This is an optimization exercise on Yosys and OpenROAD, whose aim is a short achievable clock period and few clock cycles, not a production implementation. At most, simulation tests tie the RTL to the original design; equivalence was not proved. Only the layout flow was run in run 5; the RTL was not checked for function there. Power figures rest on the tool's default switching activity, not on a simulated workload.

$ cat config.mk
export PLATFORM = sky130hd
export DESIGN_NAME = mips_core
export DESIGN_NICKNAME = mips_core
export VERILOG_FILES = /design/flow/design.v
export SDC_FILE = /design/flow/constraint.sdc
export NUM_CORES = 8
export LEC_CHECK = 0
export CAP_MARGIN = 20
export CORE_MARGIN = 2
export CORE_UTILIZATION = 40
export PLACE_DENSITY = 0.55
export SETUP_SLACK_MARGIN = 5
export SLEW_MARGIN = 20
export SYNTH_HIERARCHICAL = 1
export SYNTH_MINIMUM_KEEP_SIZE = 0
$ cat constraint.sdc
create_clock -name core_clock -period 8.0 [get_ports {clk}]
set_input_delay 1.6000 -clock core_clock [delete_from_list [all_inputs] [get_ports {clk}]]
set_output_delay 1.6000 -clock core_clock [all_outputs]
set_load 0.01 [all_outputs]
$ cat design.v
`default_nettype none
package mips_pkg;
    localparam int XLEN = 32;
    localparam int RLEN = 5;
    typedef logic [XLEN-1:0] word_t;
    typedef logic [RLEN-1:0] reg_addr_t;
    localparam logic [5:0] OP_SPECIAL = 6'h00;
    localparam logic [5:0] OP_J       = 6'h02;
    localparam logic [5:0] OP_JAL     = 6'h03;
    localparam logic [5:0] OP_BEQ     = 6'h04;
    localparam logic [5:0] OP_BNE     = 6'h05;
    localparam logic [5:0] OP_ADDIU   = 6'h09;
    localparam logic [5:0] OP_ORI     = 6'h0d;
    localparam logic [5:0] OP_LUI     = 6'h0f;
    localparam logic [5:0] OP_LW      = 6'h23;
    localparam logic [5:0] OP_SW      = 6'h2b;
    localparam logic [5:0] FN_JR   = 6'h08;
    localparam logic [5:0] FN_ADDU = 6'h21;
    localparam logic [5:0] FN_SUBU = 6'h23;
    localparam logic [5:0] FN_AND  = 6'h24;
    localparam logic [5:0] FN_OR   = 6'h25;
    localparam logic [5:0] FN_SLT  = 6'h2a;
endpackage
`default_nettype wire
`timescale 1ns/1ps
`default_nettype none
module mips_ks_lvl_n #(
    parameter int D = 1
) (
    input  logic [31:0] g,
    input  logic [31:0] p,
    output logic [31:0] gn,
    output logic [31:0] pn
);
    always_comb begin
        for (int i = 0; i < 32; i++) begin
            if (i >= D) begin
                gn[i] = ~(g[i] | (p[i] & g[i-D]));
                pn[i] = ~(p[i] & p[i-D]);
            end else begin
                gn[i] = ~g[i];
                pn[i] = ~p[i];
            end
        end
    end
endmodule
module mips_ks_lvl_p #(
    parameter int D = 1
) (
    input  logic [31:0] gn,
    input  logic [31:0] pn,
    output logic [31:0] g,
    output logic [31:0] p
);
    always_comb begin
        for (int i = 0; i < 32; i++) begin
            if (i >= D) begin
                g[i] = ~(gn[i] & (pn[i] | gn[i-D]));
                p[i] = ~(pn[i] | pn[i-D]);
            end else begin
                g[i] = ~gn[i];
                p[i] = ~pn[i];
            end
        end
    end
endmodule
module mips_ks_add #(
    parameter bit SUB = 1'b0
) (
    input  mips_pkg::word_t a,
    input  mips_pkg::word_t b,
    output mips_pkg::word_t y
);
    logic [31:0] bb, g0, p0, x0;
    logic [31:0] g1n, p1n, g2, p2, g3n, p3n, g4, p4, g5n, p5n;
    assign bb = SUB ? ~b : b;
    assign x0 = a ^ bb;
    assign g0 = SUB ? ((a & bb) | {31'd0, x0[0]}) : (a & bb);
    assign p0 = x0;
    mips_ks_lvl_n #(.D(1))  u_l1 (.g(g0),   .p(p0),   .gn(g1n), .pn(p1n));
    mips_ks_lvl_p #(.D(2))  u_l2 (.gn(g1n), .pn(p1n), .g(g2),   .p(p2));
    mips_ks_lvl_n #(.D(4))  u_l3 (.g(g2),   .p(p2),   .gn(g3n), .pn(p3n));
    mips_ks_lvl_p #(.D(8))  u_l4 (.gn(g3n), .pn(p3n), .g(g4),   .p(p4));
    mips_ks_lvl_n #(.D(16)) u_l5 (.g(g4),   .p(p4),   .gn(g5n), .pn(p5n));
    assign y = x0 ^ {~g5n[30:0], SUB};
endmodule
module mips_alu (
    input  mips_pkg::word_t a,
    input  mips_pkg::word_t b,
    output mips_pkg::word_t sum,
    output mips_pkg::word_t diff,
    output mips_pkg::word_t and_y,
    output mips_pkg::word_t or_y,
    output logic            lt
);
    mips_ks_add #(.SUB(1'b0)) u_sum  (.a(a), .b(b), .y(sum));
    mips_ks_add #(.SUB(1'b1)) u_diff (.a(a), .b(b), .y(diff));
    assign and_y = a & b;
    assign or_y  = a | b;
    assign lt    = (a[31] ^ b[31]) ? a[31] : diff[31];
endmodule
module mips_opmux_alu (
    input  mips_pkg::word_t sum,
    input  mips_pkg::word_t diff,
    input  mips_pkg::word_t and_y,
    input  mips_pkg::word_t or_y,
    input  logic            lt,
    input  logic [4:0]      sel,    
    output mips_pkg::word_t pa_n,
    output mips_pkg::word_t pb_n
);
    assign pa_n = ~(({32{sel[0]}} & sum) | ({32{sel[1]}} & diff) | {31'd0, sel[4] & lt});
    assign pb_n = ~(({32{sel[2]}} & and_y) | ({32{sel[3]}} & or_y));
endmodule
module mips_opmux_side (
    input  mips_pkg::word_t w1,
    input  mips_pkg::word_t w2,
    input  logic [1:0]      sel,    
    output mips_pkg::word_t pc_n
);
    assign pc_n = ~(({32{sel[0]}} & w1) | ({32{sel[1]}} & w2));
endmodule
module mips_opmux_fin (
    input  mips_pkg::word_t pa_n,
    input  mips_pkg::word_t pb_n,
    input  mips_pkg::word_t pc_n,
    input  mips_pkg::word_t rd_n,
    input  logic            sel_rf_n,
    output mips_pkg::word_t y
);
    assign y = ~(pa_n & pb_n & pc_n & ({32{sel_rf_n}} | rd_n));
endmodule
module mips_opmux (
    input  mips_pkg::word_t sum,
    input  mips_pkg::word_t diff,
    input  mips_pkg::word_t and_y,
    input  mips_pkg::word_t or_y,
    input  logic            lt,
    input  mips_pkg::word_t w1,
    input  mips_pkg::word_t w2,
    input  mips_pkg::word_t w3_n,
    input  logic [7:0]      sel,    
    output mips_pkg::word_t y
);
    mips_pkg::word_t pa_n, pb_n, pc_n;
    mips_opmux_alu u_alu (
        .sum (sum), .diff (diff), .and_y (and_y), .or_y (or_y), .lt (lt),
        .sel (sel[4:0]), .pa_n (pa_n), .pb_n (pb_n)
    );
    mips_opmux_side u_side (.w1 (w1), .w2 (w2), .sel (sel[6:5]), .pc_n (pc_n));
    mips_opmux_fin u_fin (
        .pa_n (pa_n), .pb_n (pb_n), .pc_n (pc_n), .rd_n (w3_n), .sel_rf_n (~sel[7]), .y (y)
    );
endmodule
`default_nettype wire
`timescale 1ns/1ps
`default_nettype none
module mips_decoder (
    input  mips_pkg::word_t     instr,
    output logic                hold_a,    
    output logic                hold_t,    
    output logic                a_zero,    
    output logic                b_imm,     
    output logic                we,        
    output mips_pkg::reg_addr_t dest,
    output logic                is_load,
    output logic                is_store,
    output logic                is_beq,
    output logic                is_bne,
    output logic                is_jr,
    output logic                is_j,      
    output logic                is_jal,
    output logic                is_lui,
    output logic                is_ori,
    output logic                op_add,
    output logic                op_sub,
    output logic                op_and,
    output logic                op_or,
    output logic                op_slt
);
    logic [5:0] op;
    logic [5:0] fn;
    logic       r_type;
    logic       r_add, r_sub, r_and, r_or, r_slt, r_alu;
    logic       addiu, ori, lui, lw, sw, beq, bne, j, jal, jr;
    logic       we_any;
    assign op     = instr[31:26];
    assign fn     = instr[5:0];
    assign r_type = (op == mips_pkg::OP_SPECIAL);
    assign r_add  = r_type && (fn == mips_pkg::FN_ADDU);
    assign r_sub  = r_type && (fn == mips_pkg::FN_SUBU);
    assign r_and  = r_type && (fn == mips_pkg::FN_AND);
    assign r_or   = r_type && (fn == mips_pkg::FN_OR);
    assign r_slt  = r_type && (fn == mips_pkg::FN_SLT);
    assign jr     = r_type && (fn == mips_pkg::FN_JR);
    assign r_alu  = r_add | r_sub | r_and | r_or | r_slt;
    assign addiu  = (op == mips_pkg::OP_ADDIU);
    assign ori    = (op == mips_pkg::OP_ORI);
    assign lui    = (op == mips_pkg::OP_LUI);
    assign lw     = (op == mips_pkg::OP_LW);
    assign sw     = (op == mips_pkg::OP_SW);
    assign beq    = (op == mips_pkg::OP_BEQ);
    assign bne    = (op == mips_pkg::OP_BNE);
    assign j      = (op == mips_pkg::OP_J);
    assign jal    = (op == mips_pkg::OP_JAL);
    assign hold_a   = ~(j | jal | lui | jr);
    assign hold_t   = r_type | beq | bne;
    assign a_zero   = lui | jal;
    assign b_imm    = addiu | ori | lui | lw | sw | jal;
    assign is_load  = lw;
    assign is_store = sw;
    assign is_beq   = beq;
    assign is_bne   = bne;
    assign is_jr    = jr;
    assign is_j     = j | jal;
    assign is_jal   = jal;
    assign is_lui   = lui;
    assign is_ori   = ori;
    assign op_sub   = r_sub;
    assign op_and   = r_and;
    assign op_or    = r_or | ori;
    assign op_slt   = r_slt;
    assign op_add   = r_add | addiu | lui | lw | sw | jal;
    assign dest   = r_type ? instr[15:11] : jal ? 5'd31 : instr[20:16];
    assign we_any = r_alu | addiu | ori | lui | lw | jal;
    assign we     = we_any && (dest != 5'd0);
endmodule
`default_nettype wire
`timescale 1ns/1ps
`default_nettype none
module mips_rf_dec (
    input  mips_pkg::reg_addr_t ra,
    input  logic [31:1]         valid,
    output logic [31:1]         sel
);
    logic [3:0] hi;
    logic [7:0] lo;
    always_comb begin
        for (int i = 0; i < 4; i++) hi[i] = (ra[4:3] == i[1:0]);
        for (int i = 0; i < 8; i++) lo[i] = (ra[2:0] == i[2:0]);
        for (int i = 1; i < 32; i++) sel[i] = hi[i >> 3] & lo[i & 7] & valid[i];
    end
endmodule
module mips_rf_l1 (
    input  logic [32*32-1:0] regs,    
    input  logic [31:0]      sel,
    output logic [16*32-1:0] g_n
);
    always_comb begin
        for (int k = 0; k < 16; k++) begin
            g_n[k*32 +: 32] = ~(({32{sel[2*k]}}   & regs[(2*k)*32   +: 32])
                              | ({32{sel[2*k+1]}} & regs[(2*k+1)*32 +: 32]));
        end
    end
endmodule
module mips_rf_nand2 #(
    parameter int N = 16
) (
    input  logic [N*32-1:0]   a_n,
    output logic [N/2*32-1:0] y
);
    always_comb begin
        for (int k = 0; k < N/2; k++) y[k*32 +: 32] = ~(a_n[(2*k)*32 +: 32] & a_n[(2*k+1)*32 +: 32]);
    end
endmodule
module mips_rf_nor2 #(
    parameter int N = 8
) (
    input  logic [N*32-1:0]   a,
    output logic [N/2*32-1:0] y_n
);
    always_comb begin
        for (int k = 0; k < N/2; k++) y_n[k*32 +: 32] = ~(a[(2*k)*32 +: 32] | a[(2*k+1)*32 +: 32]);
    end
endmodule
module mips_rf_mux (
    input  logic [31*32-1:0] regs,
    input  logic [31:1]      sel,
    output mips_pkg::word_t  rd_n
);
    logic [16*32-1:0] g_n;
    logic [8*32-1:0]  h2;
    logic [4*32-1:0]  h3_n;
    logic [2*32-1:0]  h4;
    mips_rf_l1 u_l1 (.regs({regs, 32'd0}), .sel({sel, 1'b0}), .g_n(g_n));
    mips_rf_nand2 #(.N(16)) u_l2 (.a_n(g_n), .y(h2));
    mips_rf_nor2  #(.N(8))  u_l3 (.a(h2), .y_n(h3_n));
    mips_rf_nand2 #(.N(4))  u_l4 (.a_n(h3_n), .y(h4));
    mips_rf_nor2  #(.N(2))  u_l5 (.a(h4), .y_n(rd_n));
endmodule
module mips_regfile (
    input  logic                clk,
    input  logic                arst_n,
    input  mips_pkg::reg_addr_t ra1,
    input  mips_pkg::reg_addr_t ra2,
    input  logic                we,
    input  mips_pkg::reg_addr_t wa,
    input  mips_pkg::word_t     wd,
    output mips_pkg::word_t     rd1_n,
    output mips_pkg::word_t     rd2_n
);
    logic [31*32-1:0] regs;
    logic [31:1]      valid;
    logic [31:1]      sel1, sel2;
    always_ff @(posedge clk or negedge arst_n) begin
        if (!arst_n) begin
            valid <= '0;
        end else if (we) begin
            for (int i = 1; i < 32; i++) begin
                if (wa == i[4:0]) valid[i] <= 1'b1;
            end
        end
    end
    always_ff @(posedge clk) begin
        if (we) begin
            for (int i = 1; i < 32; i++) begin
                if (wa == i[4:0]) regs[(i-1)*32 +: 32] <= wd;
            end
        end
    end
    mips_rf_dec u_dec1 (.ra(ra1), .valid(valid), .sel(sel1));
    mips_rf_dec u_dec2 (.ra(ra2), .valid(valid), .sel(sel2));
    mips_rf_mux u_mux1 (.regs(regs), .sel(sel1), .rd_n(rd1_n));
    mips_rf_mux u_mux2 (.regs(regs), .sel(sel2), .rd_n(rd2_n));
endmodule
`default_nettype wire
`timescale 1ns/1ps
`default_nettype none
module mips_hazard_unit (
    input  mips_pkg::reg_addr_t f_rs,
    input  mips_pkg::reg_addr_t f_rt,
    input  logic                f_hold_a,
    input  logic                f_hold_t,
    input  mips_pkg::reg_addr_t x_dest,
    input  logic                x_we,
    input  logic                x_load,
    input  mips_pkg::reg_addr_t m_dest,
    input  logic                m_we,
    output logic                stall,
    output logic                a_x,      
    output logic                a_m,      
    output logic                a_ld,     
    output logic                t_x,
    output logic                t_m,
    output logic                t_ld
);
    logic hit_a_x, hit_t_x;
    assign hit_a_x = x_we && (x_dest == f_rs);
    assign hit_t_x = x_we && (x_dest == f_rt);
    assign a_x  = hit_a_x;
    assign t_x  = hit_t_x;
    assign a_m  = m_we && (m_dest == f_rs);
    assign t_m  = m_we && (m_dest == f_rt);
    assign a_ld = hit_a_x && x_load;
    assign t_ld = hit_t_x && x_load;
    assign stall = (a_ld && f_hold_a) || (t_ld && f_hold_t);
endmodule
`default_nettype wire
`timescale 1ns/1ps
`default_nettype none
module mips_core #(
    parameter mips_pkg::word_t RESET_PC = 32'h0000_3000
) (
    input  logic       clk,
    input  logic       arst_n,
    output mips_pkg::word_t      i_inst_addr,
    input  mips_pkg::word_t      i_inst_rdata,
    output mips_pkg::word_t      m_data_addr,
    input  mips_pkg::word_t      m_data_rdata,
    output mips_pkg::word_t      m_data_wdata,
    output logic [3:0] m_data_byteen,
    output logic       w_grf_we,
    output mips_pkg::reg_addr_t  w_grf_addr,
    output mips_pkg::word_t      w_grf_wdata,
    output mips_pkg::word_t      w_inst_addr
);
    mips_pkg::word_t     f_pc_out;
    mips_pkg::word_t     f_pc_in;
    mips_pkg::word_t     f_pc;
    mips_pkg::word_t     f_pc4;
    mips_pkg::word_t     f_pc8;
    mips_pkg::word_t     f_instr;
    mips_pkg::word_t     f_rf1_n;
    mips_pkg::word_t     f_rf2_n;
    mips_pkg::word_t     f_imm;
    logic                f_hold_a, f_hold_t, f_a_zero, f_b_imm, f_we;
    mips_pkg::reg_addr_t f_dest;
    logic                f_load, f_store, f_beq, f_bne, f_jr, f_j, f_jal, f_lui, f_ori;
    logic                f_add, f_sub, f_and, f_or, f_slt;
    logic                f_stall;
    logic                f_a_x, f_a_m, f_a_ld, f_t_x, f_t_m, f_t_ld;
    logic [4:0]          x_ops;
    logic [7:0]          f_sel_a, f_sel_b;
    mips_pkg::word_t     f_opa, f_opb;
    mips_pkg::word_t     f_npc;
    mips_pkg::word_t     x_pc;
    mips_pkg::word_t     x_opa, x_opb;
    mips_pkg::word_t     x_rt_rf;
    logic                x_sd_x, x_sd_m;
    mips_pkg::word_t     x_sd;
    mips_pkg::word_t     x_pc4;
    mips_pkg::word_t     x_off;
    mips_pkg::word_t     x_jt;
    mips_pkg::word_t     x_btgt;
    logic                x_a_ld;
    logic                x_we;
    mips_pkg::reg_addr_t x_dest;
    logic                x_load, x_store, x_beq, x_bne, x_jr, x_j;
    logic                x_add, x_sub, x_and, x_or, x_slt;
    mips_pkg::word_t     x_sum, x_diff, x_and_y, x_or_y, x_y;
    logic                x_lt;
    mips_pkg::word_t     x_cmp_a;
    logic                x_eq, x_redirect;
    mips_pkg::word_t     x_npc;
    mips_pkg::word_t     m_pc;
    mips_pkg::word_t     m_res;
    mips_pkg::word_t     m_addr;
    mips_pkg::word_t     m_wdata;
    logic                m_we;
    mips_pkg::reg_addr_t m_dest;
    logic                m_load;
    logic                m_store;
    mips_pkg::word_t     m_wd;
    mips_pkg::word_t     w_res;
    logic                m_rep;
    logic                rep_m, rep_x;
    mips_pkg::word_t     p_pc;
    mips_pkg::word_t     p_res;
    mips_pkg::word_t     p_res_d;
    logic                p_we;
    mips_pkg::reg_addr_t p_dest;
    assign i_inst_addr = f_pc_out ^ RESET_PC;
    assign f_pc        = ~f_pc_in ^ RESET_PC;
    assign f_instr     = i_inst_rdata;
    assign f_pc4       = f_pc + 32'd4;
    assign f_pc8       = f_pc + 32'd8;
    mips_decoder u_decoder (
        .instr    (f_instr),
        .hold_a   (f_hold_a),
        .hold_t   (f_hold_t),
        .a_zero   (f_a_zero),
        .b_imm    (f_b_imm),
        .we       (f_we),
        .dest     (f_dest),
        .is_load  (f_load),
        .is_store (f_store),
        .is_beq   (f_beq),
        .is_bne   (f_bne),
        .is_jr    (f_jr),
        .is_j     (f_j),
        .is_jal   (f_jal),
        .is_lui   (f_lui),
        .is_ori   (f_ori),
        .op_add   (f_add),
        .op_sub   (f_sub),
        .op_and   (f_and),
        .op_or    (f_or),
        .op_slt   (f_slt)
    );
    mips_regfile u_regfile (
        .clk    (clk),
        .arst_n (arst_n),
        .ra1    (f_instr[25:21]),
        .ra2    (f_instr[20:16]),
        .we     (m_we),
        .wa     (m_dest),
        .wd     (m_wd),
        .rd1_n  (f_rf1_n),
        .rd2_n  (f_rf2_n)
    );
    mips_hazard_unit u_hazard (
        .f_rs    (f_instr[25:21]),
        .f_rt    (f_instr[20:16]),
        .f_hold_a (f_hold_a),
        .f_hold_t (f_hold_t),
        .x_dest  (x_dest),
        .x_we    (x_we),
        .x_load  (x_load),
        .m_dest  (m_dest),
        .m_we    (m_we),
        .stall   (f_stall),
        .a_x     (f_a_x),
        .a_m     (f_a_m),
        .a_ld    (f_a_ld),
        .t_x     (f_t_x),
        .t_m     (f_t_m),
        .t_ld    (f_t_ld)
    );
    always_comb begin
        if (f_jal)      f_imm = f_pc8;
        else if (f_lui) f_imm = {f_instr[15:0], 16'h0000};
        else if (f_ori) f_imm = {16'h0000, f_instr[15:0]};
        else            f_imm = {{16{f_instr[15]}}, f_instr[15:0]};
    end
    assign x_ops = {x_slt, x_or, x_and, x_sub, x_add};
    assign f_sel_a = f_a_zero ? 8'd0
                   : f_a_x    ? {3'b000, x_ops}
                   : f_a_m    ? 8'b00100000
                   :            8'b10000000;
    assign f_sel_b = f_b_imm  ? 8'b01000000
                   : f_t_x    ? {3'b000, x_ops}
                   : f_t_m    ? 8'b00100000
                   :            8'b10000000;
    mips_opmux u_opa (
        .sum (x_sum), .diff (x_diff), .and_y (x_and_y), .or_y (x_or_y), .lt (x_lt),
        .w1 (m_wd), .w2 ('0), .w3_n (f_rf1_n), .sel (f_sel_a), .y (f_opa)
    );
    mips_opmux u_opb (
        .sum (x_sum), .diff (x_diff), .and_y (x_and_y), .or_y (x_or_y), .lt (x_lt),
        .w1 (m_wd), .w2 (f_imm), .w3_n (f_rf2_n), .sel (f_sel_b), .y (f_opb)
    );
    always_ff @(posedge clk or negedge arst_n) begin
        if (!arst_n) begin
            x_we    <= 1'b0;
            x_load  <= 1'b0;
            x_store <= 1'b0;
            x_beq   <= 1'b0;
            x_bne   <= 1'b0;
            x_jr    <= 1'b0;
            x_j     <= 1'b0;
        end else begin
            x_we    <= f_we    & ~f_stall;
            x_load  <= f_load  & ~f_stall;
            x_store <= f_store & ~f_stall;
            x_beq   <= f_beq   & ~f_stall;
            x_bne   <= f_bne   & ~f_stall;
            x_jr    <= f_jr    & ~f_stall;
            x_j     <= f_j     & ~f_stall;
        end
    end
    always_ff @(posedge clk) begin
        x_dest <= f_dest;
        x_pc   <= f_pc;
        x_opa  <= f_opa;
        x_opb  <= f_opb;
        x_rt_rf <= ~f_rf2_n;
        x_sd_x  <= f_t_x;
        x_sd_m  <= f_t_m;
        x_pc4  <= f_pc4;
        x_off  <= {{14{f_instr[15]}}, f_instr[15:0], 2'b00};
        x_jt   <= {f_pc4[31:28], f_instr[25:0], 2'b00};
        x_a_ld <= f_a_ld;
        x_add  <= f_add;
        x_sub  <= f_sub;
        x_and  <= f_and;
        x_or   <= f_or;
        x_slt  <= f_slt;
    end
    mips_alu u_alu (
        .a     (x_opa),
        .b     (x_opb),
        .sum   (x_sum),
        .diff  (x_diff),
        .and_y (x_and_y),
        .or_y  (x_or_y),
        .lt    (x_lt)
    );
    mips_opmux u_res (
        .sum (x_sum), .diff (x_diff), .and_y (x_and_y), .or_y (x_or_y), .lt (x_lt),
        .w1 ('0), .w2 ('0), .w3_n ('1), .sel ({3'b000, x_ops}), .y (x_y)
    );
    assign x_cmp_a = x_a_ld ? m_data_rdata : x_opa;
    assign x_eq    = (x_opa == x_opb);
    assign x_sd = x_sd_x ? m_wd : x_sd_m ? w_res : x_rt_rf;
    mips_ks_add #(.SUB(1'b0)) u_btgt (.a(x_pc4), .b(x_off), .y(x_btgt));
    assign x_redirect = x_j | x_jr | (x_eq ? x_beq : x_bne);
    assign x_npc      = x_jr ? x_cmp_a : x_j ? x_jt : x_btgt;
    mips_npc u_npc (
        .redirect (x_redirect),
        .tgt      (x_npc),
        .stall    (f_stall),
        .pc       (f_pc),
        .pc4      (f_pc4),
        .npc      (f_npc)
    );
    always_ff @(posedge clk or negedge arst_n) begin
        if (!arst_n) begin
            f_pc_out <= '0;
            f_pc_in  <= '1;
        end else begin
            f_pc_out <= f_npc ^ RESET_PC;
            f_pc_in  <= ~(f_npc ^ RESET_PC);
        end
    end
    always_ff @(posedge clk or negedge arst_n) begin
        if (!arst_n) begin
            m_we    <= 1'b0;
            m_load  <= 1'b0;
            m_store <= 1'b0;
        end else begin
            m_we    <= x_we;
            m_load  <= x_load;
            m_store <= x_store;
        end
    end
    always_ff @(posedge clk) begin
        m_dest  <= x_dest;
        m_pc    <= x_pc;
        m_res   <= x_y;
        m_addr  <= x_sum;
        m_wdata <= x_sd;
    end
    assign m_data_addr   = m_addr;
    assign m_data_wdata  = m_wdata;
    assign m_data_byteen = {4{m_store}};
    assign m_wd = m_load ? m_data_rdata : m_res;
    always_ff @(posedge clk) begin
        w_res <= m_wd;
    end
    assign rep_m = m_we & ~m_rep;
    assign rep_x = ~rep_m & x_we & ~x_load;
    mips_opmux u_rep (
        .sum (x_sum), .diff (x_diff), .and_y (x_and_y), .or_y (x_or_y), .lt (x_lt),
        .w1 (m_wd), .w2 ('0), .w3_n ('1),
        .sel ({2'b00, rep_m, x_ops & {5{~rep_m}}}), .y (p_res_d)
    );
    always_ff @(posedge clk or negedge arst_n) begin
        if (!arst_n) begin
            p_we  <= 1'b0;
            m_rep <= 1'b0;
        end else begin
            p_we  <= rep_m | rep_x;
            m_rep <= rep_x;
        end
    end
    always_ff @(posedge clk) begin
        p_dest <= rep_m ? m_dest : x_dest;
        p_pc   <= rep_m ? m_pc   : x_pc;
        p_res  <= p_res_d;
    end
    assign w_grf_we    = p_we;
    assign w_grf_addr  = p_dest;
    assign w_grf_wdata = p_res;
    assign w_inst_addr = p_pc;
endmodule
module mips_npc (
    input  logic            redirect,
    input  mips_pkg::word_t tgt,
    input  logic            stall,
    input  mips_pkg::word_t pc,
    input  mips_pkg::word_t pc4,
    output mips_pkg::word_t npc
);
    assign npc = stall ? pc : (redirect ? tgt : pc4);
endmodule
`default_nettype wire
$ cat run.sh
#!/bin/bash
# synth_recipe.tcl (not shown) runs the flow's synth.tcl, then flattens the netlist and writes it again
# the make line also repeats each setting of config.mk as NAME=value (left out here)
make -C /OpenROAD-flow-scripts/flow DESIGN_CONFIG=/design/flow/config.mk WORK_HOME=/design/flow/orfs CLKGATE_MAP_FILE= SYNTH_SCRIPT=/design/flow/synth_recipe.tcl finish
==> results of run 1 <==
[state kept, by name, summed over array words and instances, names as in the netlist, 5 cells and up]
register,count
p_pc,32
m_wdata,32
u_regfile.valid,31
x_pc4,31
m_addr,32
m_pc,32
p_res,32
x_off,15
u_regfile.regs,992
x_dest,5
m_dest,5
x_jt,12
f_pc_out,32
x_pc,30
x_rt_rf,32
w_res,32
f_pc_in,32
x_opa,32
p_dest,5
x_opb,32
m_res,32
[per-stage QoR]
step	hold slack (ns)	util [%]
4_1_cts	0.3343	48.05
3_3_place_gp	0.3323	43.14
5_1_grt	0.3377	48.92
3_5_place_dp	0.3355	43.14
2_1_floorplan	0.3272	-
6_report	0.3207	48.93
[worst max path at each step]
stage / from / end / slack (ns)
floorplan: i_inst_rdata[28] / x_we / 4.66
global placement: i_inst_rdata[29] / x_opb[17] / 2.37
detailed placement: i_inst_rdata[29] / x_opb[5] / 2.41
CTS: i_inst_rdata[19] / x_opb[24] / 4.96
global route: x_opb[21] / p_res[0] / 4.91
finish: i_inst_rdata[17] / x_opb[2] / 4.87
[layer usage]
layer	global-route usage [%]	up-vias	part of all wire, %
li1	-	25540	-
met1	45.55	30560	39
met2	50.43	4165	43
met3	9.416	838	12
met4	18.10	0	6.2
met5	0	-	0
[what timing repair did]
item                       4_1_cts  5_1_grt
hold endpoints to repair         0        0
cloned                          25       15
setup endpoints to repair      372      297
pin swaps                       84       92
resized for setup             1537      257
buffers inserted                75       34
[power breakdown]
part | internal [mW] | switching, mW | total, mW
clock network | 4.64 | 3.40 | 8.04
logic | 1.59 | 3.15 | 4.74
registers | 9.27 | 0.487 | 9.75
[cell type report]
type | count | area (um^2)
Fill cell | 16220 | 91420
Clock buffer | 214 | 4593
Multi-Input combinational cell | 4653 | 31730
Inverter | 237 | 897.1
Sequential cell | 1530 | 41360
Antenna cell | 9 | 22.52
Timing Repair Buffer | 511 | 4970
Clock inverter | 98 | 1067
Tap cell | 2355 | 2947
[worst reg2reg max path, cell delays in order, from the launching register on]
cell and delay, ns:
dfxtp_2 0.41, inv_1 0.06, ha_1 0.19, inv_1 0.21
a21oi_1 0.19, o21ai_1 0.29, inv_1 0.09, o21ai_1 0.28
a21oi_2 0.12, xnor2_2 0.54, a22oi_1 0.16, o2111ai_1 0.34
==> impl_metrics.py, run 1 <==
metrics = {
    "run_status": {
        "outcome": "complete, no violations",
    },
    "clock_network": {
        "clock-sinks": 1530,
        "cts_tree": "done",
        "h-tree-depth": 4,
        "max-clock-path-buffers": 3,
        "root_buffer": "clkbuf_16",
        "numCtsBuffers": 168,
        "clkLatencyLatePin_ns": 0.86,
        "holdBufCountCts": 0,
        "clkTransAtPathRegs_ns": 0.06,
    },
    "sta": {
        "clock.fmax_mhz": 319.7,
        "setup_viol": 0,
        "clock_skew_ns": 0.05590,
        "fin_crit_sh_pct": 39.10,
        "rsz0062_at_grt": "true",
        "setup_slack_ns": 4.872,
        "relSlewSlack_pct": 17.54,
        "hold_viol_final": 0,
        "worstMarginPinSlew_ns": 1.237,
        "fin_crit_ns": 3.128,
        "tns_ns": 0,
        "slew_viol_final": 0,
    },
    "critical_path": {
        "critPathCaptureType": "flip-flop",
        "cp_top_family": "simple AND/OR/NAND/NOR gates",
        "worstSetupPathType": "input pin to flip-flop",
        "cp_data_arrival_time_ns": 3.83,
        "slowest_stage": "nor2_4",
        "critPathRequiredTime_ns": 8.70,
        "reg2reg_depth": 11,
        "worst-r2r-setup-slack_ns": 4.99,
        "cp_num_buf_inv": 2,
        "crit_fanout": 32,
        "cp_cell_sequence": "buf_6 > and3b_2 > and3_1 > buf_6 > a22oi_1 > nand2_1 > nor2_1 > nand2_1 > nor2_4 > o2111ai_1",
        "critPathMaxStageDelay_ns": 0.33,
        "cp-start-kind": "input pin",
        "r2r-end": "p_res[28]",
        "regToRegStartpoint": "x_opa[0]",
        "worstSetupPathDepth": 10,
    },
    "finish": {
        "final_layout_size_suffix_gt1_share_pct": 21.76,
        "layout_commonest_cell": "a22oi_1",
        "final_cell_area_um2": 87590,
        "final_nets": 7267,
        "syn_to_final_growth_pct": 21.25,
        "stdcell_count": 9607,
        "final_cell_mix": "1349 x a22oi_1, 992 x edfxtp_1, 797 x nand2_1",
    },
    "grt": {
        "grt_usage_pct": 34.14,
        "grt-ovfl-total": 0,
        "antenna_found_initial": 19,
        "grt_first_pass_wirelength_mm": 445.1,
        "grt_pass1_vias": 57030,
        "grt_max_degree": 65,
    },
    "power_and_ir_drop": {
        "ir_worst_vdd_uv": 208.0,
        "p_per_area_nw_per_um2": 257.3,
        "p_leak_nw": 32.29,
        "power_mw": 22.54,
    },
    "hold_path": {
        "holdCritStartpoint": "x_pc[5]",
        "hold_end": "m_pc[5]",
        "hp-class": "flip-flop to flip-flop",
        "min_delay_path_depth": 0,
    },
    "job": {
        "max-cap-violations": 0,
    },
    "place": {
        "dp_hpwl_mm": 211.0,
        "dp_slack_ns": 2.410,
        "placed_area_um2": 77220,
        "dp.cells": 9136,
        "io_buffers": 235,
        "gp_congestion": 1.004,
    },
    "routing": {
        "dr.pass1.iters": 7,
        "vias": 61100,
        "routedWlPerCell_um": 34.48,
        "drc": 0,
        "ant_nets": 0,
        "drtIter0Drc": 8611,
        "routed_wl_mm": 331.3,
        "viasPerCell": 6.360,
    },
    "synth": {
        "syn_area_um2": 72240,
        "syn_inst": 6510,
        "avgSynthCellArea_um2": 11.10,
        "yosys_warnings": 19,
    },
    "die": {
        "die_w_um": 429.0,
        "start_util_pct": 40.36,
        "die_h_um": 429.0,
        "ios": 236,
        "core_um2": 179000,
        "die_area_um2": 184000,
        "rows": 155,
    },
}
Testbench counts, summed over its fixed seeds: cycles 44,413.
==> run 2, diff against run 1 <==
==> flow/run.sh (new file) <==
#!/bin/bash
set -euo pipefail
bash standard.sh synth > synth.log 2>&1
bash standard.sh SETUP_SLACK_MARGIN=5.6 MATCH_CELL_FOOTPRINT=0 finish > layout.log 2>&1
==> standard.sh (new file) <==
#!/bin/bash
# synth_recipe.tcl (not shown) runs the flow's synth.tcl, then flattens the netlist and writes it again
# the make line also repeats each setting of config.mk as NAME=value (left out here)
make -C /OpenROAD-flow-scripts/flow DESIGN_CONFIG=/design/flow/config.mk WORK_HOME=/design/flow/orfs CLKGATE_MAP_FILE= SYNTH_SCRIPT=/design/flow/synth_recipe.tcl "${@:-finish}"
removed: run.sh
==> run 2 against run 1 <==
Against the previous run:
- hold slack improved by 0.025 ns
- count of clock-buffer cells in the layout fell by 5
- core utilization rose by 8.5 points
- via count rose by 13%
- power rose by 10%
- non-clock buffer count rose by 445
- flip-flop and latch count did not move
- critical path depth rose by 1
- critical path type is now flip-flop to flip-flop
- largest cell class unchanged
- highest routed layer is now met5
==> impl_metrics.py, run 2 <==
metrics = {
    "routing": {
        "drc": 0,
        "viasPerCell": 6.758,
        "vias": 68770,
        "ant_nets": 0,
        "dr.pass1.iters": 13,
        "routed_wl_mm": 401.0,
        "drtIter0Drc": 11990,
        "routedWlPerCell_um": 39.41,
    },
    "synth": {
        "avgSynthCellArea_um2": 11.10,
        "syn_area_um2": 72240,
        "yosys_warnings": 19,
        "syn_inst": 6510,
    },
    "clock_network": {
        "h-tree-depth": 4,
        "clock-sinks": 1530,
        "holdBufCountCts": 0,
        "numCtsBuffers": 166,
        "clkLatencyLatePin_ns": 0.90,
        "cts_tree": "done",
        "max-clock-path-buffers": 3,
        "clkTransAtPathRegs_ns": 0.07,
        "root_buffer": "clkbuf_16",
    },
    "finish": {
        "final_layout_size_suffix_gt1_share_pct": 43.59,
        "top_register": "u_regfile.regs",
        "final_nets": 7834,
        "nFillCells": 14620,
        "syn_to_final_growth_pct": 42.21,
        "largest_register_ffs": 992,
        "layout_commonest_cell": "edfxtp_1",
        "final_cell_mix": "992 x edfxtp_1, 965 x a22oi_1, 632 x nand2_1",
        "final_cell_area_um2": 102700,
        "stdcell_count": 10180,
    },
    "critical_path": {
        "crit_start": "x_opb[7]",
        "regToRegStartpoint": "x_opb[7]",
        "critPathRequiredTime_ns": 8.59,
        "r2r-end": "p_res[0]",
        "cp_cell_sequence": "inv_1 > ha_4 > nand2_2 > nor2_4 > nand2_1 > o21ai_2 > a21oi_4 > xnor2_2 > mux2_4 > a222oi_1 > o2111ai_2",
        "slowest_stage": "a222oi_1",
        "cp_num_buf_inv": 1,
        "cp_data_arrival_time_ns": 3.71,
        "reg2reg_depth": 11,
        "critPathCaptureType": "flip-flop",
        "worst-r2r-setup-slack_ns": 4.88,
        "crit_fanout": 4,
        "cp-start-kind": "flip-flop",
        "critPathMaxStageDelay_ns": 0.41,
        "cp_top_family": "compound AO/OA/AOI/OAI gates",
        "worstSetupPathType": "flip-flop to flip-flop",
    },
    "hold_path": {
        "min_delay_path_depth": 0,
        "hold_end": "m_pc[30]",
        "hp-class": "flip-flop to flip-flop",
        "holdCritStartpoint": "x_pc[30]",
    },
    "sta": {
        "rsz0062_at_grt": "true",
        "slew_viol_final": 0,
        "tns_ns": 0,
        "relSlewSlack_pct": 24.79,
        "fin_crit_sh_pct": 38.96,
        "clock_skew_ns": 0.07692,
        "setup_viol": 0,
        "hold_viol_final": 0,
        "fin_hold_ws_ns": 0.3461,
        "worstMarginPinSlew_ns": 1.123,
        "clock.fmax_mhz": 320.8,
        "fin_crit_ns": 3.117,
    },
    "grt": {
        "grt_usage_pct": 41.70,
        "grt_max_degree": 66,
        "antenna_found_initial": 37,
        "grt_first_pass_wirelength_mm": 532.2,
        "grt_pass1_vias": 64370,
        "grt-ovfl-total": 0,
    },
    "run_status": {
        "outcome": "complete, no violations",
    },
    "power_and_ir_drop": {
        "p_seq_share_pct": 39.8,
        "power_frac_comb_pct": 27.4,
        "p_leak_nw": 37.77,
        "ir_worst_vdd_uv": 271.3,
        "p_sw_mw": 8.271,
        "p_int_mw": 16.59,
        "power_frac_clock_pct": 32.7,
        "p_per_area_nw_per_um2": 242.0,
        "switching_share_pct": 33.27,
    },
    "place": {
        "placed_area_um2": 77450,
        "dp.cells": 9101,
        "dp_hpwl_mm": 210.8,
        "gp_congestion": 0.9740,
        "io_buffers": 235,
    },
    "die": {
        "die_area_um2": 184000,
        "start_util_pct": 40.36,
        "core_um2": 179000,
        "rows": 155,
        "die_h_um": 429.0,
        "ios": 236,
        "die_w_um": 429.0,
    },
    "job": {
        "max-cap-violations": 0,
    },
}
[run 2: area by class of cell]
cell class / instances / area [um^2] / area share (%)
well taps: 2355 / 2947 / 2.868
flip-flops and latches: 1530 / 41490 / 40.39
inverters: 237 / 925.9 / 0.9013
clock buffers: 209 / 4418 / 4.301
clock inverters: 101 / 1245 / 1.212
multi-input cells: 4777 / 41330 / 40.23
repair buffers: 956 / 10340 / 10.07
diodes: 11 / 27.53 / 0.02680
[run 2: stage by stage]
stage                     setup slack [ns]  util (%)  total power [mW]
after detailed placement             2.420     43.26             14.53
after floorplan                      4.655         -             12.34
after CTS                            4.956     55.14             24.09
after global routing                 4.969     57.38             25.38
final                                4.883     57.39             24.86
after global placement               2.349     43.25             14.54
[run 2: worst max-delay path by stage]
| stage | end | slack (ns) | cells past startpoint |
|---|---|---|---|
| floorplan | x_we | 4.66 | 6 |
| global placement | x_opb[8] | 2.35 | 9 |
| detailed placement | x_opb[8] | 2.42 | 9 |
| CTS | m_data_byteen[0] | 4.96 | 1 |
| global route | m_data_byteen[0] | 4.97 | 1 |
| finish | p_res[0] | 4.88 | 11 |
[run 2: power by group through the flow]
stage                     registers (mW)  logic, mW  clock network [mW]
after CTS                           9.84       6.09                8.16
after detailed placement            9.89       4.63                   0
after global placement              9.89       4.65                   0
after global routing                9.94       6.98                8.47
after floorplan                     9.74       2.60                   0
final                               9.90       6.81                8.14
[run 2: worst register-to-register path, cell delays in order (launching register included)]
cell and delay [ns]:
dfxtp_4 0.38, inv_1 0.07, ha_4 0.31, nand2_2 0.11
nor2_4 0.16, nand2_1 0.11, o21ai_2 0.22, a21oi_4 0.12
xnor2_2 0.21, mux2_4 0.34, a222oi_1 0.41, o2111ai_2 0.38
[run 2: what timing repair did]
action                     in CTS  in global routing
cloned                        164                 11
setup endpoints to repair    1453                894
setup buffers                 441                138
gates resized for setup      3018                595
pin swaps                     681                461
[run 2: per-layer routing]
metal | global-route usage (%) | part of all wire [%]
met1 | 49.27 | 34
met2 | 60.67 | 42
met3 | 15.48 | 14
met4 | 33.61 | 11
met5 | 0.9628 | 0.041
==> run 3, diff against run 2 <==
==> flow/run.sh (replaced) <==
#!/bin/bash
set -euo pipefail
bash standard.sh synth > synth.log 2>&1
bash standard.sh SETUP_SLACK_MARGIN=5.3 MATCH_CELL_FOOTPRINT=0 finish > layout.log 2>&1
==> run 3 against run 2 <==
Against the previous run:
- still clean
- area after synthesis unchanged
- synthesized cell count stayed put
- critical path depth is 10 lower
- first-iteration DRC count shrank 15%
- fmax grew 3.9%
- die area unchanged
==> impl_metrics.py, run 3 <==
metrics = {
    "power_and_ir_drop": {
        "p_per_area_nw_per_um2": 252.5,
        "p_leak_nw": 34.80,
        "ir_worst_vdd_uv": 225.7,
    },
    "finish": {
        "final_cell_mix": "1206 x a22oi_1, 992 x edfxtp_1, 734 x nand2_1",
        "final_nets": 7510,
        "final_cell_area_um2": 95530,
        "largest_register_ffs": 992,
        "final_layout_size_suffix_gt1_share_pct": 34.50,
        "top_register": "u_regfile.regs",
        "syn_to_final_growth_pct": 32.24,
        "layout_commonest_cell": "a22oi_1",
    },
    "routing": {
        "drc": 0,
        "ant_nets": 0,
        "routedWlPerCell_um": 38.26,
        "dr.pass1.iters": 9,
        "routed_wl_mm": 377.2,
        "vias": 65040,
        "viasPerCell": 6.597,
        "drtIter0Drc": 10150,
    },
    "run_status": {
        "outcome": "complete, no violations",
    },
    "clock_network": {
        "clock-sinks": 1530,
        "clkTransAtPathRegs_ns": 0.06,
        "h-tree-depth": 4,
        "root_buffer": "clkbuf_16",
        "cts_tree": "done",
        "holdBufCountCts": 0,
        "numCtsBuffers": 170,
        "clkLatencyLatePin_ns": 0.87,
        "max-clock-path-buffers": 3,
    },
    "grt": {
        "grt_pass1_vias": 59830,
        "grt_max_degree": 66,
        "grt_first_pass_wirelength_mm": 491.8,
        "grt-ovfl-total": 0,
        "grt_usage_pct": 38.40,
        "antenna_found_initial": 28,
    },
    "critical_path": {
        "cp_num_buf_inv": 1,
        "slowest_stage": "dfrtp_1",
        "cp-start-kind": "flip-flop",
        "critPathMaxStageDelay_ns": 0.41,
        "worstSetupPathType": "flip-flop to output port",
        "reg2reg_depth": 11,
        "r2r-end": "p_res[0]",
        "critPathCaptureType": "output port",
        "cp_top_family": "flip-flops",
        "cp_cell_sequence": "buf_2",
        "cp_data_arrival_time_ns": 1.40,
        "crit_fanout": 4,
        "regToRegStartpoint": "x_opb[29]",
        "critPathRequiredTime_ns": 6.40,
        "worst-r2r-setup-slack_ns": 5.02,
    },
    "die": {
        "die_area_um2": 184000,
        "core_um2": 179000,
        "start_util_pct": 40.36,
        "die_w_um": 429.0,
        "rows": 155,
        "ios": 236,
        "die_h_um": 429.0,
    },
    "hold_path": {
        "hold_end": "m_pc[9]",
        "hp-class": "flip-flop to flip-flop",
        "min_delay_path_depth": 0,
        "holdCritStartpoint": "x_pc[9]",
    },
    "synth": {
        "syn_inst": 6510,
        "yosys_warnings": 19,
        "avgSynthCellArea_um2": 11.10,
        "syn_area_um2": 72240,
    },
    "place": {
        "placed_area_um2": 77440,
        "io_buffers": 235,
        "dp_hpwl_mm": 215.5,
        "gp_congestion": 0.9964,
    },
    "sta": {
        "clock.fmax_mhz": 333.2,
        "rsz0062_at_grt": "true",
        "clock_skew_ns": 0.08206,
        "setup_viol": 0,
        "fin_crit_sh_pct": 37.51,
        "tns_ns": 0,
        "slew_viol_final": 0,
        "relSlewSlack_pct": 20.91,
        "hold_viol_final": 0,
        "worstMarginPinSlew_ns": 1.178,
        "fin_crit_ns": 3.001,
    },
    "job": {
        "max-cap-violations": 0,
    },
}
[run 3: power breakdown]
group | switching [mW] | internal, mW
sequential | 0.627 | 9.29
combinational | 3.80 | 2.28
clock | 3.49 | 4.63
[run 3: how the worst max path moves through the flow]
| stage | from | to | cells past startpoint | slack, ns |
|---|---|---|---|---|
| finish | m_store | m_data_byteen[0] | 1 | 5.00 |
| global route | m_store | m_data_byteen[3] | 1 | 4.94 |
| CTS | f_pc_out[12] | i_inst_addr[12] | 2 | 4.95 |
| detailed placement | i_inst_rdata[29] | x_opb[0] | 9 | 2.71 |
| global placement | i_inst_rdata[28] | x_opb[18] | 10 | 2.76 |
| floorplan | i_inst_rdata[28] | x_we | 6 | 4.66 |
[run 3: repair_timing]
item,4_1_cts,5_1_grt
cloned,78,23
buffers inserted,194,113
resized for setup,1818,958
pin swaps,215,306
setup endpoints to repair,502,421
[run 3: metal layers]
metal	vias up	wire length [um]	track usage [%]
met5	-	222	0
met4	14	33660	27.33
met3	1398	50700	12.70
met2	5089	156600	55.19
met1	32370	136100	48.46
li1	26170	-	-
[run 3: area by class of cell]
cell class | count | area (um^2)
fillers | 15390 | 83480
multi-input cells | 4712 | 36540
clock buffers | 239 | 4775
flip-flops and latches | 1530 | 41540
clock inverters | 74 | 965.9
inverters | 237 | 904.6
repair buffers | 693 | 7809
well taps | 2355 | 2947
diodes | 19 | 47.55
[run 3: worst reg2reg max path, delay by kind of cell (launching register included)]
kind	cells	cell delay (ns)
mux	1	0.33
flops	1	0.43
simple gates	1	0.12
compound gates	6	1.27
fa+ha+maj	1	0.37
buf+inv	1	0.07
xor+xnor	1	0.17
[run 3: per-stage QoR]
step           utilization [%]  hold WS, ns  power (mW)  setup slack [ns]  instances
2_1_floorplan                -       0.3272       12.33             4.655       6796
3_3_place_gp             43.26       0.3333       14.48             2.763       9118
3_5_place_dp             43.26       0.3333       14.46             2.714       9119
4_1_cts                  50.22       0.3469       23.11             4.949       9704
5_1_grt                  53.34       0.3466       24.73             4.942       9842
6_report                 53.37       0.3425       24.12             4.999       9859
==> run 4, diff against run 3 <==
--- a/config.mk
+++ b/config.mk
@@ -7,8 +7,8 @@
 export LEC_CHECK = 0
 export CAP_MARGIN = 20
 export CORE_MARGIN = 2
-export CORE_UTILIZATION = 40
-export PLACE_DENSITY = 0.55
+export CORE_UTILIZATION = 50
+export PLACE_DENSITY = 0.62
 export SETUP_SLACK_MARGIN = 5
 export SLEW_MARGIN = 20
 export SYNTH_HIERARCHICAL = 1
==> run 4 against run 3 <==
Against the previous run:
- clock power is 2% lower
- global-route usage is 6.3 points higher
- sequential share of layout area is 1.3 points higher
- critical path type is now input pin to flip-flop
- cell area is 3.0% lower
- power is 2.8% lower
- synthesized cell count stayed put
==> impl_metrics.py, run 4 <==
metrics = {
    "run_status": {
        "outcome": "complete, no violations",
    },
    "place": {
        "dp_hpwl_mm": 198.1,
        "gp_congestion": 1.005,
        "dp_slack_ns": 2.672,
        "io_buffers": 235,
        "dp.cells": 8643,
    },
    "finish": {
        "nFillCells": 11070,
        "largest_register_ffs": 992,
        "seq_area_um2": 41470,
        "final_nets": 7442,
        "stdcell_count": 9333,
        "multi_input_area_um2": 35940,
        "final_cell_mix": "1230 x a22oi_1, 992 x edfxtp_1, 765 x nand2_1",
        "top_register": "u_regfile.regs",
        "layout_commonest_cell": "a22oi_1",
        "final_layout_size_suffix_gt1_share_pct": 31.48,
        "syn_to_final_growth_pct": 28.25,
        "final_util_pct": 64.57,
    },
    "sta": {
        "clock_skew_ns": 0.03687,
        "clock.fmax_mhz": 325.7,
        "fin_crit_sh_pct": 38.38,
        "fin_crit_ns": 3.070,
        "worstMarginPinSlew_ns": 1.161,
        "rsz0062_at_grt": "true",
        "hold_viol_final": 0,
        "tns_ns": 0,
        "setup_viol": 0,
        "slew_viol_final": 0,
        "relSlewSlack_pct": 22.27,
        "setup_slack_ns": 4.930,
    },
    "critical_path": {
        "cp_data_arrival_time_ns": 3.78,
        "critPathCaptureType": "flip-flop",
        "slowest_stage": "or4_4",
        "crit_fanout": 5,
        "reg2reg_depth": 10,
        "critPathRequiredTime_ns": 8.71,
        "cp-start-kind": "input pin",
        "worstSetupPathType": "input pin to flip-flop",
        "critPathMaxStageDelay_ns": 0.58,
        "cp_cell_sequence": "buf_12 > or4_4 > nor2_4 > buf_12 > clkinvlp_4 > o21ai_4 > buf_6 > a21oi_4 > a21oi_4 > a22oi_2 > o2111ai_1",
    },
    "synth": {
        "avgSynthCellArea_um2": 11.10,
        "yosys_warnings": 19,
        "syn_area_um2": 72240,
        "syn_inst": 6510,
    },
    "die": {
        "rows": 139,
        "core_um2": 143500,
        "die_h_um": 384.1,
        "die_area_um2": 147500,
        "ios": 236,
        "start_util_pct": 50.35,
        "die_w_um": 384.1,
    },
    "job": {
        "max-cap-violations": 0,
    },
    "clock_network": {
        "clkTransAtPathRegs_ns": 0.07,
        "root_buffer": "clkbuf_16",
        "clkLatencyLatePin_ns": 0.83,
        "numCtsBuffers": 163,
        "cts_tree": "done",
        "h-tree-depth": 4,
        "clock-sinks": 1530,
        "max-clock-path-buffers": 3,
    },
    "routing": {
        "ant_nets": 0,
        "drtIter0Drc": 11320,
        "dr.pass1.iters": 10,
        "routed_wl_mm": 349.2,
        "routedWlPerCell_um": 37.42,
        "drc": 0,
        "vias": 64940,
        "viasPerCell": 6.958,
    },
    "grt": {
        "grt_max_degree": 66,
        "grt-ovfl-total": 0,
        "grt_usage_pct": 44.73,
        "antenna_found_initial": 13,
        "grt_first_pass_wirelength_mm": 461.2,
        "grt_pass1_vias": 60290,
    },
    "power_and_ir_drop": {
        "ir_worst_vdd_uv": 227.7,
        "p_per_area_nw_per_um2": 253.1,
        "p_leak_nw": 34.04,
    },
    "hold_path": {
        "hp-class": "flip-flop to flip-flop",
        "min_delay_path_depth": 0,
    },
}
==> run 4: cell types whose count changed in the layout (fill, tap and decap cells not counted), sizes merged, moves of 2 or more <==
cell,before,now
dlymetal6s2s,5,8
clkinv,47,56
nor2b,52,54
bufinv,13,19
clkbuf,297,260
and3,122,148
buf,593,511
inv,241,246
and2,63,55
and4b,2,4
diode,19,16
==> run 4: metal layers <==
metal | global-route usage, % | vias up | part of all wire, %
li1 | - | 26070 | -
met1 | 55.57 | 31830 | 34
met2 | 64.18 | 5528 | 41
met3 | 15.10 | 1501 | 14
met4 | 34.07 | 16 | 9.9
met5 | 0.3574 | - | 0.079
==> run 4: path summary, 6_finish.rpt <==
path                                   from                   to  slack (ns)
max                        i_inst_rdata[28]            x_opb[28]        4.93
min                                 x_pc[7]              m_pc[7]        0.34
min in group asynchronous            arst_n         f_pc_out[20]        0.69
max in group asynchronous            arst_n  u_regfile.valid[11]        6.30
min reg2reg                         x_pc[7]              m_pc[7]        0.34
max reg2reg                      f_pc_in[3]            x_opb[11]        5.21
==> run 4: through the flow <==
stage / total power [mW] / instance area (um^2) / hold slack, ns
after global placement: 14.35 / 76680 / 0.3318
after CTS: 22.58 / 88390 / 0.3457
final: 23.45 / 92650 / 0.3426
after floorplan: 12.33 / 73850 / 0.3272
after detailed placement: 14.35 / 76680 / 0.3347
after global routing: 23.97 / 92620 / 0.3470
==> run 4: repair_timing <==
action | 4_1_cts | 5_1_grt
setup buffers | 147 | 104
gates cloned | 91 | 29
hold buffers | 0 | 0
pin swaps | 176 | 233
endpoints found under the setup margin | 707 | 495
gates resized for setup | 1817 | 669
==> run 4: worst max-delay path: cells and delay by family <==
family                 cells  cell delay (ns)
AO/OA/AOI/OAI              5             0.90
AND/OR/NAND/NOR            2             0.74
buffers and inverters      4             0.53
==> run 4: final cells by class <==
class | count | share of cell area [%]
antenna | 16 | 0.04322
clock buffer | 209 | 4.891
clock inverter | 94 | 1.156
inverter | 237 | 0.9683
multi-input combinational | 4736 | 38.80
sequential | 1530 | 44.77
tap | 1903 | 2.570
timing repair buffer | 608 | 6.809
==> run 4: power by group <==
group / internal (mW) / switching (mW) / total [mW]
sequential: 9.28 / 0.570 / 9.85
combinational: 2.05 / 3.55 / 5.61
clock: 4.64 / 3.35 / 7.99
==> run 5, diff against run 4 <==
--- a/design.v
+++ b/design.v
@@ -295,12 +295,16 @@
     input  mips_pkg::reg_addr_t ra2,
     input  logic                we,
     input  mips_pkg::reg_addr_t wa,
-    input  mips_pkg::word_t     wd,
+    input  logic                wd_ld,    
+    input  mips_pkg::word_t     wd_data,
+    input  mips_pkg::word_t     wd_res,
     output mips_pkg::word_t     rd1_n,
     output mips_pkg::word_t     rd2_n
 );
     logic [31*32-1:0] regs;
     logic [31:1]      valid;
+    mips_pkg::word_t  wd;
+    assign wd = wd_ld ? wd_data : wd_res;
     logic [31:1]      sel1, sel2;
     always_ff @(posedge clk or negedge arst_n) begin
         if (!arst_n) begin
@@ -464,7 +468,9 @@
         .ra2    (f_instr[20:16]),
         .we     (m_we),
         .wa     (m_dest),
-        .wd     (m_wd),
+        .wd_ld  (m_load),
+        .wd_data(m_data_rdata),
+        .wd_res (m_res),
         .rd1_n  (f_rf1_n),
         .rd2_n  (f_rf2_n)
     );
--- a/config.mk
+++ b/config.mk
@@ -7,8 +7,8 @@
 export LEC_CHECK = 0
 export CAP_MARGIN = 20
 export CORE_MARGIN = 2
-export CORE_UTILIZATION = 50
-export PLACE_DENSITY = 0.62
+export CORE_UTILIZATION = 40
+export PLACE_DENSITY = 0.55
 export SETUP_SLACK_MARGIN = 5
 export SLEW_MARGIN = 20
 export SYNTH_HIERARCHICAL = 1
==> run 5 against run 4 <==
Against the previous run:
- combinational power about the same
- critical path depth down 10
- area after synthesis up 0.52%
- synthesized cell count up 0.55%
- critical endpoint is now i_inst_addr[7]
- cell count up 5.0%
- sequential power about the same
- register-to-register slack worse by 0.13 ns
- setup slack better by 0.063 ns
- core utilization down 13 points
- via count down 1.7%
- power down 1.3%
- sequential share of layout area down 0.26 points
==> impl_metrics.py, run 5 <==
metrics = {
    "die": {
        "rows": 156,
        "die_area_um2": 185000,
        "die_h_um": 430.1,
        "ios": 236,
        "core_um2": 180500,
        "die_w_um": 430.1,
        "start_util_pct": 40.22,
    },
    "critical_path": {
        "critPathCaptureType": "output port",
        "critPathRequiredTime_ns": 6.40,
        "cp_num_buf_inv": 1,
        "slowest_stage": "dfrtp_1",
        "cp-start-kind": "flip-flop",
        "crit_fanout": 1,
        "worstSetupPathType": "flip-flop to output port",
        "cp_top_family": "flip-flops",
        "cp_data_arrival_time_ns": 1.41,
        "critPathMaxStageDelay_ns": 0.41,
        "cp_cell_sequence": "clkbuf_2",
    },
    "clock_network": {
        "numCtsBuffers": 166,
        "h-tree-depth": 4,
        "clkLatencyLatePin_ns": 0.89,
        "holdBufCountCts": 0,
        "clock-sinks": 1530,
        "cts_tree": "done",
        "root_buffer": "clkbuf_16",
        "max-clock-path-buffers": 3,
        "clkTransAtPathRegs_ns": 0.06,
    },
    "routing": {
        "drtIter0Drc": 9838,
        "ant_nets": 0,
        "routedWlPerCell_um": 36.42,
        "vias": 63810,
        "dr.pass1.iters": 10,
        "drc": 0,
        "viasPerCell": 6.514,
        "routed_wl_mm": 356.8,
    },
    "place": {
        "dp_hpwl_mm": 205.6,
        "placed_area_um2": 77690,
        "gp_congestion": 1.040,
        "io_buffers": 235,
    },
    "finish": {
        "layout_commonest_cell": "a22oi_1",
        "top_register": "u_regfile.regs",
        "final_nets": 7447,
        "final_layout_size_suffix_gt1_share_pct": 31.51,
        "final_cell_mix": "1193 x a22oi_1, 992 x edfxtp_1, 788 x nand2_1",
        "largest_register_ffs": 992,
        "syn_to_final_growth_pct": 28.35,
        "final_cell_area_um2": 93200,
        "nFillCells": 15640,
    },
    "hold_path": {
        "hp-class": "flip-flop to flip-flop",
    },
    "synth": {
        "syn_inst": 6546,
        "yosys_warnings": 19,
        "syn_area_um2": 72620,
        "avgSynthCellArea_um2": 11.09,
    },
    "sta": {
        "fin_crit_sh_pct": 37.59,
        "clock.fmax_mhz": 332.5,
        "clock_skew_ns": 0.07217,
        "slew_viol_final": 0,
        "tns_ns": 0,
        "worstMarginPinSlew_ns": 1.212,
        "rsz0062_at_grt": "true",
        "relSlewSlack_pct": 18.37,
        "fin_crit_ns": 3.007,
        "setup_viol": 0,
        "hold_viol_final": 0,
    },
    "power_and_ir_drop": {
        "p_leak_nw": 33.83,
        "p_per_area_nw_per_um2": 248.4,
        "ir_worst_vdd_uv": 246.3,
    },
    "grt": {
        "grt_max_degree": 66,
        "grt_usage_pct": 36.23,
        "grt-ovfl-total": 0,
        "grt_first_pass_wirelength_mm": 468.8,
        "grt_pass1_vias": 58590,
        "antenna_found_initial": 16,
    },
    "run_status": {
        "outcome": "complete, no violations",
    },
    "job": {
        "max-cap-violations": 0,
    },
}
## run 5: layout make-up
class / count / area, um^2 / share of cell area, %
inverters: 237 / 903.4 / 0.9693
diodes: 10 / 25.02 / 0.02685
clock buffers: 219 / 4518 / 4.848
well taps: 2370 / 2965 / 3.182
flip-flops and latches: 1530 / 41480 / 44.51
multi-input cells: 4734 / 35990 / 38.61
repair buffers: 612 / 6477 / 6.950
clock inverters: 84 / 847.1 / 0.9088
## run 5: path summary, 6_finish.rpt
kind / startpoint / end / depth (start not counted) / slack, ns
min in group asynchronous: arst_n / u_regfile.valid[21] / 1 / 0.86
worst min register to register: x_pc[10] / m_pc[10] / 0 / 0.34
max in group asynchronous: arst_n / f_pc_out[23] / 2 / 5.84
worst max register to register: x_opb[24] / p_res[0] / 11 / 5.08
worst min-delay path: x_pc[10] / m_pc[10] / 0 / 0.34
worst max-delay path: f_pc_out[7] / i_inst_addr[7] / 1 / 4.99
## run 5: repair_timing
action / in CTS / in global routing
pin swaps: 143 / 258
resized for setup: 1640 / 822
buffers inserted: 147 / 95
setup endpoints to repair: 497 / 542
cloned: 71 / 22
## run 5: worst register-to-register path: stages (launching register included)
cell and delay, ns:
dfxtp_4 0.41, inv_1 0.09, ha_4 0.27, a21oi_4 0.16, o21ai_2 0.10, a21oi_2 0.16
o21ai_2 0.09, a21oi_4 0.32, xnor2_4 0.12, mux2_4 0.31, a222oi_1 0.36, o2111ai_2 0.32
## run 5: per-stage QoR
stage                     hold slack (ns)  setup slack, ns  total power, mW  utilization, %  cells
after floorplan                    0.3272            4.655            12.34               -   6832
after global placement             0.3330            2.852            14.38           43.01   9147
after detailed placement           0.3342            2.752            14.37           43.03   9148
after CTS                          0.3472            4.966            22.29           48.98   9669
after global routing               0.3521            4.957            23.76           51.61   9788
final                              0.3434            4.993            23.15           51.62   9796
## run 5: metal layers
metal  up-vias  GRT usage (%)  part of all wire [%]
met2      4992          53.33                    42
met1     31430          44.64                    35
met3      1324          10.01                    12
met4         4          29.01                    10
met5         -              0                0.0059
li1      26070              -                     -
## run 5: power by group
| group | internal (mW) | switching [mW] |
|---|---|---|
| Combinational | 2.06 | 3.54 |
| Sequential | 9.28 | 0.589 |
| Clock | 4.24 | 3.43 |
==> run 6, diff against run 5 <==
--- a/design.v
+++ b/design.v
@@ -69,7 +69,8 @@
 ) (
     input  mips_pkg::word_t a,
     input  mips_pkg::word_t b,
-    output mips_pkg::word_t y
+    output mips_pkg::word_t y,
+    output logic            c31     
 );
     logic [31:0] bb, g0, p0, x0;
     logic [31:0] g1n, p1n, g2, p2, g3n, p3n, g4, p4, g5n, p5n;
@@ -82,7 +83,8 @@
     mips_ks_lvl_n #(.D(4))  u_l3 (.g(g2),   .p(p2),   .gn(g3n), .pn(p3n));
     mips_ks_lvl_p #(.D(8))  u_l4 (.gn(g3n), .pn(p3n), .g(g4),   .p(p4));
     mips_ks_lvl_n #(.D(16)) u_l5 (.g(g4),   .p(p4),   .gn(g5n), .pn(p5n));
-    assign y = x0 ^ {~g5n[30:0], SUB};
+    assign y   = x0 ^ {~g5n[30:0], SUB};
+    assign c31 = ~g5n[30];
 endmodule
 module mips_alu (
     input  mips_pkg::word_t a,
@@ -93,11 +95,12 @@
     output mips_pkg::word_t or_y,
     output logic            lt
 );
-    mips_ks_add #(.SUB(1'b0)) u_sum  (.a(a), .b(b), .y(sum));
-    mips_ks_add #(.SUB(1'b1)) u_diff (.a(a), .b(b), .y(diff));
+    logic c31_sum, c31_diff;
+    mips_ks_add #(.SUB(1'b0)) u_sum  (.a(a), .b(b), .y(sum),  .c31(c31_sum));
+    mips_ks_add #(.SUB(1'b1)) u_diff (.a(a), .b(b), .y(diff), .c31(c31_diff));
     assign and_y = a & b;
     assign or_y  = a | b;
-    assign lt    = (a[31] ^ b[31]) ? a[31] : diff[31];
+    assign lt    = (a[31] ^ b[31]) ? a[31] : ~c31_diff;
 endmodule
 module mips_opmux_alu (
     input  mips_pkg::word_t sum,
@@ -295,16 +298,12 @@
     input  mips_pkg::reg_addr_t ra2,
     input  logic                we,
     input  mips_pkg::reg_addr_t wa,
-    input  logic                wd_ld,    
-    input  mips_pkg::word_t     wd_data,
-    input  mips_pkg::word_t     wd_res,
+    input  mips_pkg::word_t     wd,
     output mips_pkg::word_t     rd1_n,
     output mips_pkg::word_t     rd2_n
 );
     logic [31*32-1:0] regs;
     logic [31:1]      valid;
-    mips_pkg::word_t  wd;
-    assign wd = wd_ld ? wd_data : wd_res;
     logic [31:1]      sel1, sel2;
     always_ff @(posedge clk or negedge arst_n) begin
         if (!arst_n) begin
@@ -468,9 +467,7 @@
         .ra2    (f_instr[20:16]),
         .we     (m_we),
         .wa     (m_dest),
-        .wd_ld  (m_load),
-        .wd_data(m_data_rdata),
-        .wd_res (m_res),
+        .wd     (m_wd),
         .rd1_n  (f_rf1_n),
         .rd2_n  (f_rf2_n)
     );
@@ -568,7 +565,8 @@
     assign x_cmp_a = x_a_ld ? m_data_rdata : x_opa;
     assign x_eq    = (x_opa == x_opb);
     assign x_sd = x_sd_x ? m_wd : x_sd_m ? w_res : x_rt_rf;
-    mips_ks_add #(.SUB(1'b0)) u_btgt (.a(x_pc4), .b(x_off), .y(x_btgt));
+    logic x_btgt_c31;
+    mips_ks_add #(.SUB(1'b0)) u_btgt (.a(x_pc4), .b(x_off), .y(x_btgt), .c31(x_btgt_c31));
     assign x_redirect = x_j | x_jr | (x_eq ? x_beq : x_bne);
     assign x_npc      = x_jr ? x_cmp_a : x_j ? x_jt : x_btgt;
     mips_npc u_npc (
==> run 6 against run 5 <==
Against the previous run:
- sequential share of layout area is 0.56 points lower
- synthesized cell count fell by 0.53%
- the layout now fails its checks (antenna rules)
- critical path depth is 1 higher
- largest power group unchanged
==> impl_metrics.py, run 6 <==
metrics = {
    "place": {
        "io_buffers": 235,
        "dp_hpwl_mm": 212.8,
        "gp_congestion": 1.004,
        "dp_slack_ns": 2.729,
        "dp.cells": 9136,
    },
    "sta": {
        "setup_slack_ns": 4.996,
        "tns_ns": 0,
        "worstMarginPinSlew_ns": 1.098,
        "clock_skew_ns": 0.03682,
        "relSlewSlack_pct": 26.30,
        "clock.fmax_mhz": 332.8,
        "hold_viol_final": 0,
        "fin_crit_ns": 3.004,
        "slew_viol_final": 0,
        "rsz0062_at_grt": "true",
        "fin_crit_sh_pct": 37.56,
        "setup_viol": 0,
    },
    "grt": {
        "grt_usage_pct": 37.52,
        "grt_max_degree": 66,
        "grt_first_pass_wirelength_mm": 483.5,
        "antenna_found_initial": 25,
        "grt_pass1_vias": 59810,
        "grt-ovfl-total": 0,
    },
    "finish": {
        "final_layout_size_suffix_gt1_share_pct": 33.93,
        "largest_register_ffs": 992,
        "layout_commonest_cell": "a22oi_1",
        "syn_to_final_growth_pct": 30.75,
        "stdcell_count": 9848,
        "final_cell_mix": "1152 x a22oi_1, 992 x edfxtp_1, 764 x nand2_1",
        "final_nets": 7484,
        "top_register": "u_regfile.regs",
    },
    "critical_path": {
        "timing.critical_path.to": "i_inst_addr[13]",
        "crit_start": "f_pc_out[13]",
        "cp_data_arrival_time_ns": 1.40,
        "regToRegStartpoint": "x_opb[12]",
        "critPathCaptureType": "output port",
        "cp-start-kind": "flip-flop",
        "worst-r2r-setup-slack_ns": 5.20,
        "r2r-end": "p_res[31]",
        "worstSetupPathType": "flip-flop to output port",
        "crit_fanout": 1,
        "reg2reg_depth": 11,
        "critPathRequiredTime_ns": 6.40,
    },
    "clock_network": {
        "h-tree-depth": 4,
        "max-clock-path-buffers": 3,
        "clkLatencyLatePin_ns": 0.86,
        "clock-sinks": 1530,
        "root_buffer": "clkbuf_16",
        "cts_tree": "done",
        "numCtsBuffers": 167,
        "clkTransAtPathRegs_ns": 0.07,
    },
    "die": {
        "die_w_um": 429.1,
        "die_h_um": 429.1,
        "ios": 236,
        "core_um2": 180200,
        "rows": 156,
        "die_area_um2": 184100,
        "start_util_pct": 40.12,
    },
    "synth": {
        "avgSynthCellArea_um2": 11.10,
        "syn_inst": 6511,
        "yosys_warnings": 19,
        "syn_area_um2": 72280,
    },
    "hold_path": {
        "hp-class": "flip-flop to flip-flop",
    },
    "routing": {
        "dr.pass1.iters": 7,
        "vias": 64440,
        "routed_wl_mm": 364.1,
        "routedWlPerCell_um": 36.98,
        "drc": 0,
        "ant_nets": 1,
        "viasPerCell": 6.543,
        "drtIter0Drc": 9616,
    },
    "power_and_ir_drop": {
        "p_per_area_nw_per_um2": 252.0,
        "ir_worst_vdd_uv": 194.0,
        "p_leak_nw": 34.46,
    },
    "run_status": {
        "violatedChecks": "antenna rules",
        "outcome": "failed layout checks",
    },
    "job": {
        "max-cap-violations": 0,
    },
}
-- run 6: changes by cell type in the layout (fill, tap and decap cells not counted), moves of 24 or more --
cell     previous run  this run
or2_2              36         5
and2_2              2        33
mux2_2             99        42
buf_4             219       259
or2_1               0        31
nand2_1           788       764
nor2_4            229       153
nor2_2             53       135
a22oi_1          1193      1152
mux2_4              3        28
nand2_4            10        42
and2_1             36         5
a22oi_2           211       252
-- run 6: cell type report --
cell class,count,area (um^2)
Fill cell,15700,85660
Sequential cell,1530,41530
Multi-Input combinational cell,4703,36210
Timing Repair Buffer,678,7264
Clock buffer,223,4681
Tap cell,2370,2965
Inverter,238,907.1
Clock inverter,85,888.4
Antenna cell,21,52.55
-- run 6: metal layers --
layer  vias up  global-route usage (%)  wire length, um
met5         -                  0.3643              175
met4        16                   26.37            31160
met3      1253                   11.09            47080
met2      4950                   54.61           152700
met1     32140                   47.69           133000
li1      26080                       -                -
-- run 6: per-stage QoR --
| step | hold slack, ns | total power, mW | utilization (%) | area, um^2 |
|---|---|---|---|---|
| floorplan | 0.3272 | 12.32 | - | 73890 |
| global placement | 0.3320 | 14.46 | 43.04 | 77550 |
| detailed placement | 0.3356 | 14.43 | 43.04 | 77550 |
| CTS | 0.3401 | 22.77 | 49.72 | 89570 |
| global route | 0.3518 | 24.43 | 52.43 | 94450 |
| finish | 0.3403 | 23.82 | 52.45 | 94500 |
-- run 6: critical path, stage by stage, from the launching register on --
cell and delay, ns:
dfrtp_1 0.38, inv_1 0.06, buf_2 0.12
-- run 6: timing repair --
item	in CTS	in global routing
endpoints found under the setup margin	627	387
hold buffers	0	0
pin swaps	195	309
setup buffers	209	93
resized for setup	1750	876
gates cloned	65	16
-- run 6: report_power, final --
part           internal (mW)  switching, mW  total (mW)
Sequential              9.29          0.646        9.94
Combinational           2.20           3.71        5.91
Clock                   4.53           3.43        7.97
-- run 6: how the worst min path moves through the flow --
stage	from	endpoint	slack (ns)	depth (start not counted)
4_1_cts	x_pc[12]	m_pc[12]	0.34	0
5_1_grt	x_pc[3]	m_pc[3]	0.35	0
3_3_place_gp	x_pc[12]	m_pc[12]	0.33	0
6_report	x_pc[12]	m_pc[12]	0.34	0
2_1_floorplan	x_pc[10]	m_pc[10]	0.33	0
3_5_place_dp	x_pc[11]	m_pc[11]	0.34	0
Testbench counts of run 6, summed over its fixed seeds: cycles 44,413.

Check on run 6: ideal ports give 4.996 ns setup slack; a clkbuf_16 on the clock port and buf_2 on the inputs give 4.909 ns; moving port delays by the midpoint clock arrival (0.931 ns) as well gives 4.109 ns.
